Background: an optimization exercise with open tools, aiming at small area, a short achievable clock period and few clock cycles per item. Do not read the settings as production practice. Function was checked by simulation only, so behaviour that the tests miss may differ from the original. The flow treats the clock pin as an ideal source, which a real chip does not have. No activity file was given, so power comes from the tool's default toggle rates.

==> run a <==
Design timing_recovery_top, start of the top module:
module timing_recovery_top (
  input  wire                  clk,
  input  wire                  reset_i,
  input  wire                  raw_valid_i,
  input  timing_pkg::sample_t  raw_i_i,
  input  timing_pkg::sample_t  raw_q_i,
  input  wire           [15:0] step_i,
  input  timing_pkg::mu_gain_t mu_gain_i,
  input  wire                  sym_ready_i,
  output logic                 raw_ready_o,
  output logic                 sym_valid_o,
  output timing_pkg::sym_t     sym_i_o,
  output timing_pkg::sym_t     sym_q_o
);
clock: 9.0 ns
lec_check: 0
cap_margin: 20
core_margin: 2
core_utilization: 65
cts_buf_list: sky130_fd_sc_hd__clkbuf_4 sky130_fd_sc_hd__clkbuf_8
setup_slack_margin: 4.0
slew_margin: 20
standard.sh (not shown) runs the stock make flow with config.mk's settings and CLKGATE_MAP_FILE= SYNTH_SCRIPT=/design/flow/synth_recipe.tcl, a recipe that flattens the netlist after the stock synthesis.
==> flow/flow/run.sh <==
#!/bin/bash
# Standard layout with three changes:
#  - plain buffers on the ports instead of the delay buffers buffer_ports picks
#  - after synthesis, inv_opt.tcl pushes inverters through the full adders
#    (a full adder is self-dual), removing inverter pairs between adder cells
#  - after clock tree synthesis, skew.tcl gives the mu register and the output
#    symbol register a later clock (useful skew between internal stages)
set -euo pipefail
export BUFFER_PORTS_ARGS="-buffer_cell sky130_fd_sc_hd__buf_2"
export POST_SYNTH_TCL="$PWD/flow/inv_opt.tcl"
export POST_CTS_TCL="$PWD/flow/skew.tcl"
bash standard.sh > standard_flow.log 2>&1
==> flow/flow/skew.tcl <==
# Useful skew between internal register stages: the mu register (end of
# stage 2) and the output symbol register (end of stage 3) get their clock
# a little later than the other registers, through extra clock buffers
# inserted after clock tree synthesis (POST_CTS_TCL hook). This moves slack
# from the short paths after these registers to the long multiply paths
# that end in them.

namespace eval skew {
  proc insert {pattern masters} {
    set block [ord::get_db_block]
    set db [ord::get_db]
    set groups [dict create]
    foreach inst [$block getInsts] {
      if {![regexp $pattern [$inst getName]]} { continue }
      set ck [$inst findITerm CLK]
      if {$ck eq "NULL" || $ck eq ""} { continue }
      set net [$ck getNet]
      dict lappend groups [$net getName] $inst
    }
    set nb 0
    dict for {netname flops} $groups {
      set net [$block findNet $netname]
      # place the chain at the flops' centroid
      set sx 0; set sy 0
      foreach f $flops {
        set loc [$f getLocation]
        incr sx [lindex $loc 0]; incr sy [lindex $loc 1]
      }
      set cx [expr {$sx / [llength $flops]}]
      set cy [expr {$sy / [llength $flops]}]
      set src $net
      foreach m $masters {
        variable uid
        incr uid
        set master [$db findMaster $m]
        set b [odb::dbInst_create $block $master "skew_buf_$uid"]
        set out [odb::dbNet_create $block "skew_net_$uid"]
        $out setSigType CLOCK
        [$b findITerm A] connect $src
        [$b findITerm X] connect $out
        $b setLocation $cx $cy
        $b setPlacementStatus PLACED
        set src $out
        incr nb
      }
      foreach f $flops {
        set ck [$f findITerm CLK]
        $ck disconnect
        $ck connect $src
      }
    }
    puts "skew: $pattern: [dict size $groups] clock groups, $nb buffers"
  }
  variable uid 0
}

skew::insert {^i_symbol_nco\.mu_sel_o\\?\[} {sky130_fd_sc_hd__clkdlybuf4s25_1 sky130_fd_sc_hd__clkbuf_4}
skew::insert {^i_symbol_joiner\.sym_[iq]_o\\?\[} {sky130_fd_sc_hd__clkdlybuf4s50_1 sky130_fd_sc_hd__clkdlybuf4s25_1 sky130_fd_sc_hd__clkbuf_4}
detailed_placement
check_placement
estimate_parasitics -placement
report_worst_slack -max
report_worst_slack -min
Other scripts of this flow, unchanged in this note and not shown: flow/flow/inv_opt.tcl
==> inputs of run b, as changes to run a <==
==> flow/flow/skew.tcl (replaced) <==
# Useful skew between internal register stages: the mu register (end of
# stage 2) and the output symbol register (end of stage 3) get their clock
# a little later than the other registers, through extra clock buffers
# inserted after clock tree synthesis (POST_CTS_TCL hook). This moves slack
# from the short paths after these registers to the long multiply paths
# that end in them. One shared delay chain per register group, then one
# clock buffer per original clock tree leaf.

namespace eval skew {
  variable uid 0
  proc newbuf {master src x y} {
    variable uid
    incr uid
    set block [ord::get_db_block]
    set b [odb::dbInst_create $block [[ord::get_db] findMaster $master] "skew_buf_$uid"]
    set out [odb::dbNet_create $block "skew_net_$uid"]
    $out setSigType CLOCK
    [$b findITerm A] connect $src
    [$b findITerm X] connect $out
    $b setLocation $x $y
    $b setPlacementStatus PLACED
    return $out
  }
  proc centroid {insts} {
    set sx 0; set sy 0
    foreach f $insts {
      set loc [$f getLocation]
      incr sx [lindex $loc 0]; incr sy [lindex $loc 1]
    }
    return [list [expr {$sx / [llength $insts]}] [expr {$sy / [llength $insts]}]]
  }
  proc insert {pattern chain leafbuf} {
    set block [ord::get_db_block]
    set groups [dict create]
    set all {}
    foreach inst [$block getInsts] {
      if {![regexp $pattern [$inst getName]]} { continue }
      set ck [$inst findITerm CLK]
      if {$ck eq "NULL" || $ck eq ""} { continue }
      dict lappend groups [[$ck getNet] getName] $inst
      lappend all $inst
    }
    if {[llength $all] == 0} { return }
    lassign [centroid $all] cx cy
    set src [$block findNet [lindex [dict keys $groups] 0]]
    foreach m $chain { set src [newbuf $m $src $cx $cy] }
    dict for {netname flops} $groups {
      lassign [centroid $flops] gx gy
      set leaf [newbuf $leafbuf $src $gx $gy]
      foreach f $flops {
        set ck [$f findITerm CLK]
        $ck disconnect
        $ck connect $leaf
      }
    }
    puts "skew: $pattern: [llength $all] registers, [dict size $groups] leaves"
  }
}

skew::insert {^i_symbol_nco\.mu_sel_o\\?\[} {sky130_fd_sc_hd__clkdlybuf4s25_1} sky130_fd_sc_hd__clkbuf_4
skew::insert {^i_symbol_joiner\.sym_[iq]_o\\?\[} {sky130_fd_sc_hd__clkdlybuf4s50_1 sky130_fd_sc_hd__clkdlybuf4s18_1 sky130_fd_sc_hd__clkbuf_8} sky130_fd_sc_hd__clkbuf_4
detailed_placement
check_placement
estimate_parasitics -placement
report_worst_slack -max
report_worst_slack -min
==> run summary <==
	run b	run a
Run status	complete, but fails checks	no timing/DRC/antenna violations
Reasons for failing layout checks	negative hold slack	-
Multi-input gate share of total cell area	0.5725	0.5675
Number of standard cells in the final layout excluding fillers	2401	2420
Worst slew pin tran	1.037 ns	1.042 ns
Total power after layout	6.231 mW	6.404 mW
Met1 demand-to-capacity share in global routing	0.3550	0.3548
P_leak	8.673 nW	8.738 nW
Proportion of total power due to net switching	0.4113	0.4037
Fin crit share	0.4943	0.5046
Reg power frac	0.239	0.232
Share of power burned in combinational logic	0.572	0.557
Number of hold-slack violations in the final timing report	2	0
DR vias/cell	5.999	5.966
Clk. pwr	1.18 mW	1.35 mW
Met1 routed wirelength after detailed routing	18390 µm	18600 µm
Routed met2 length	21010 µm	21160 µm
Vias in the first global route	14459	14620
Worst clock skew	1.164 ns	0.9514 ns
Data arrival, critical path	5.84 ns	5.70 ns
Testbench counts of run a, summed over its fixed seeds: cycles 24,012, items 24,000.
Testbench counts of run b, summed over its fixed seeds: cycles 24,012, items 24,000.

## port drivers added, routing unchanged
The results above use ideal ports. As a check the final layouts listed here were re-extracted and re-timed, cells and wires unchanged. Step 1 sets driving cells, clkbuf_16 on the clock port and buf_2 on the other inputs (assumed; they add their load-dependent delay and slew). Step 2, shift: input delay + t, output delay - t, t = (earliest + latest rising clock arrival at the registers) / 2. This alone moves slack from input paths to output paths. a / b / c = no drivers / after step 1 / after step 2; a / b = the first two.
| run | shift t [ns] | setup WS [ns] | worst hold slack (ns) | clock arrival spread, ns |
|---|---|---|---|---|
| run a | 1.057 | 4.458 / 4.458 / 3.858 | 0.116 / 0.116 / 0.116 | 0.953 / 0.952 |
| run b | 1.155 | 4.551 / 4.551 / 3.768 | -0.032 / -0.032 / -0.032 | 1.164 / 1.164 |
In run a and run b the clock reaches the registers at very different times; t lies between them, and the last value is a rough guide only. The setup slack of run b, which loses most, moves by 0.000 ns with the drivers and by -0.783 ns with both steps.
